Background: an optimization exercise with open tools, aiming at small area. Do not read the settings as production practice.
Only simulation tests tie the RTL to the original design; equivalence was not proved.
Power and IR drop assume default switching activity.

## alpha
==> module fp32_matmul_sequencer, before the edit <==
module fp32_matmul_sequencer #(
  parameter int unsigned N       = 4,
  parameter int unsigned LATENCY = 5,
  parameter int unsigned IW      = $clog2(N)
) (
  input  logic                      clk,
  input  logic                      rst,
  input  logic                      a_wr_en,
  input  logic [IW-1:0]             a_wr_row,
  input  logic [3:0]                a_wr_col,
  input  logic [fp32_matmul_pkg::FP32_W-1:0]         a_wr_data,
  input  logic                      b_wr_en,
  input  logic [3:0]                b_wr_row,
  input  logic [IW-1:0]             b_wr_col,
  input  logic [fp32_matmul_pkg::FP32_W-1:0]         b_wr_data,
  input  logic                      start,
  output logic                      busy,
  output logic                      done,
  output logic [fp32_matmul_pkg::VEC_LEN*fp32_matmul_pkg::FP32_W-1:0] vec_a,
  output logic [fp32_matmul_pkg::VEC_LEN*fp32_matmul_pkg::FP32_W-1:0] vec_b,
  input  logic [fp32_matmul_pkg::FP32_W-1:0]         mul_result,
  output logic                      c_valid,
  output logic [IW-1:0]             c_row,
  output logic [IW-1:0]             c_col,
  output logic [fp32_matmul_pkg::FP32_W-1:0]         c_data
);
  localparam int unsigned W  = fp32_matmul_pkg::FP32_W;
  localparam int unsigned K  = fp32_matmul_pkg::VEC_LEN;
  localparam int unsigned PW = 2 * IW;
  localparam int unsigned LAST = N * N + LATENCY;
  localparam int unsigned IDLE_CNT = LAST + 1;
  localparam int unsigned CW = $clog2(IDLE_CNT + 1);
  logic [CW-1:0] cnt_q;
  logic          idle, last, accept, wr_ok;
  assign idle   = (cnt_q == CW'(IDLE_CNT));
  assign last   = (cnt_q == CW'(LAST));
  assign wr_ok  = idle || last;
  assign accept = wr_ok && start;
  always_ff @(posedge clk or posedge rst) begin
    if (rst)         cnt_q <= CW'(IDLE_CNT);
    else if (accept) cnt_q <= '0;
    else if (!idle)  cnt_q <= cnt_q + 1'b1;
  end
  assign busy    = !idle;
  assign done    = last;
  assign c_valid = !idle && (cnt_q >= CW'(LATENCY + 1));
  logic [CW-1:0] tag;
  assign tag   = cnt_q - CW'(LATENCY + 1);
  assign c_row = tag[PW-1:IW];
  assign c_col = tag[IW-1:0];
  always_ff @(posedge clk) c_data <= mul_result;
  logic [W-1:0] a_buf_q [N][K];
  logic [W-1:0] b_buf_q [K][N];
  logic [K-1:0] a_vld_q [N];
  logic [K-1:0] b_vld_q [N];    
  logic a_we [N][K];
  logic b_we [N][K];            
  always_comb begin
    for (int r = 0; r < N; r++)
      for (int k = 0; k < K; k++) begin
        a_we[r][k] = a_wr_en && wr_ok && (a_wr_row == IW'(r)) && (a_wr_col == 4'(k));
        b_we[r][k] = b_wr_en && wr_ok && (b_wr_col == IW'(r)) && (b_wr_row == 4'(k));
      end
  end
  always_ff @(posedge clk) begin
    for (int r = 0; r < N; r++)
      for (int k = 0; k < K; k++) begin
        if (a_we[r][k]) a_buf_q[r][k] <= a_wr_data;
        if (b_we[r][k]) b_buf_q[k][r] <= b_wr_data;
      end
  end
  always_ff @(posedge clk or posedge rst) begin
    if (rst) begin
      for (int r = 0; r < N; r++) begin
        a_vld_q[r] <= '0;
        b_vld_q[r] <= '0;
      end
    end else begin
      for (int r = 0; r < N; r++)
        for (int k = 0; k < K; k++) begin
          if (a_we[r][k]) a_vld_q[r][k] <= 1'b1;
          if (b_we[r][k]) b_vld_q[r][k] <= 1'b1;
        end
    end
  end
  logic [IW-1:0] issue_i, issue_j;
  assign issue_i = cnt_q[PW-1:IW];
  assign issue_j = cnt_q[IW-1:0];
  always_comb begin
    for (int k = 0; k < K; k++) begin
      logic [W-1:0] acc_a, acc_b;
      acc_a = '0;
      acc_b = '0;
      for (int r = 0; r < N; r++) begin
        acc_a = acc_a | (a_buf_q[r][k] & {W{(issue_i == IW'(r)) && a_vld_q[r][k]}});
        acc_b = acc_b | (b_buf_q[k][r] & {W{(issue_j == IW'(r)) && b_vld_q[r][k]}});
      end
      vec_a[k*W +: W] = acc_a;
      vec_b[k*W +: W] = acc_b;
    end
  end
endmodule
Settings: LEC_CHECK=0, CAP_MARGIN=0, CORE_MARGIN=2, CORE_UTILIZATION=60, PLACE_DENSITY=0.7, SLEW_MARGIN=0; clock period 5.0 ns.
standard.sh (not shown) runs the stock make flow with config.mk's settings and CLKGATE_MAP_FILE= SYNTH_SCRIPT=/design/flow/synth_recipe.tcl, a recipe that flattens the netlist after the stock synthesis.
==> flow/flow/run.sh <==
#!/bin/bash
# The standard layout (standard.sh) with two changes: port buffers use the smallest
# buffer cell, and CTS builds its tree from the given buffer without dummy loads.
export BUFFER_PORTS_ARGS="-buffer_cell sky130_fd_sc_hd__buf_1"
export CTS_ARGS="-sink_clustering_enable -repair_clock_nets -dont_use_dummy_load -buf_list sky130_fd_sc_hd__clkbuf_16 -sink_clustering_size 30 -sink_clustering_max_diameter 70"
bash standard.sh > standard.log 2>&1
For beta, these inputs were changed with respect to alpha:
-- flow/design.v --
<<< alpha, line 45
  assign accept = wr_ok && start;
  always_ff @(posedge clk or posedge rst) begin
    if (rst)         cnt_q <= CW'(IDLE_CNT);
    else if (accept) cnt_q <= '0;
    else if (!idle)  cnt_q <= cnt_q + 1'b1;
  end
  assign busy    = !idle;
>>> beta, line 45
  assign accept = wr_ok && start;
  always_ff @(posedge clk or posedge rst) begin
    if (rst) cnt_q <= CW'(IDLE_CNT);
    else     cnt_q <= cnt_d;
  end
  assign busy    = !idle;
<<< alpha, line 91
    end
  end
  logic [IW-1:0] issue_i, issue_j;
  assign issue_i = cnt_q[PW-1:IW];
  assign issue_j = cnt_q[IW-1:0];
  always_comb begin
    for (int k = 0; k < K; k++) begin
>>> beta, line 90
    end
  end
  logic [CW-1:0] cnt_d;
  logic [N-1:0]  i_hot_q, j_hot_q;
  assign cnt_d = accept ? '0 : (idle ? cnt_q : cnt_q + 1'b1);
  always_ff @(posedge clk) begin
    for (int r = 0; r < N; r++) begin
      i_hot_q[r] <= (cnt_d[PW-1:IW] == IW'(r));
      j_hot_q[r] <= (cnt_d[IW-1:0] == IW'(r));
    end
  end
  always_comb begin
    for (int k = 0; k < K; k++) begin
<<< alpha, line 100
      acc_b = '0;
      for (int r = 0; r < N; r++) begin
        acc_a = acc_a | (a_buf_q[r][k] & {W{(issue_i == IW'(r)) && a_vld_q[r][k]}});
        acc_b = acc_b | (b_buf_q[k][r] & {W{(issue_j == IW'(r)) && b_vld_q[r][k]}});
      end
      vec_a[k*W +: W] = acc_a;
>>> beta, line 105
      acc_b = '0;
      for (int r = 0; r < N; r++) begin
        acc_a = acc_a | (a_buf_q[r][k] & {W{i_hot_q[r] && a_vld_q[r][k]}});
        acc_b = acc_b | (b_buf_q[k][r] & {W{j_hot_q[r] && b_vld_q[r][k]}});
      end
      vec_a[k*W +: W] = acc_a;
### Flow results
The flow did not stop early for beta: all stages ran, and the layout cleared the timing, design-rule and antenna checks. On combinational fraction of design power: between beta and alpha, it ends up lower for beta. Peak per-stage delay on the critical path (beta over alpha): increase, 0.35 ns. Cmp beta vs alpha: total length of routed wires lower in beta. Compared with alpha, in beta maximum clock frequency shows an increase of 3.1%; tightest hold margin shows no meaningful change.

-- what the ideal ports hide --
How much do the figures lean on ideal ports? The routed layouts below were timed once more, with nothing changed but the port constraints. Step 1 (the two cells are an assumption about what drives the block):
set clk [get_ports {clk}]
set_driving_cell -lib_cell sky130_fd_sc_hd__clkbuf_16 $clk
set_driving_cell -lib_cell sky130_fd_sc_hd__buf_2 [delete_from_list [all_inputs] $clk]
Step 2 also shifts input and output timing later by t, the mid clock arrival at the registers, as if the neighbouring blocks saw the same clock. a / b / c = no drivers / after step 1 / after step 2; a / b = the first two.
| run | t, ns | slack for setup (ns) | hold slack, ns | worst setup path at the end | worst data-port slew with drivers (ns) |
|---|---|---|---|---|---|
| alpha | 0.930 | 0.206 / 0.103 / 0.977 | 0.193 / 0.114 / 0.473 | input to register | 0.16 |
| beta | 0.948 | 0.352 / 0.245 / 1.192 | 0.191 / 0.107 / 0.470 | register to output | 0.23 |
After both steps every run listed still meets setup and hold.
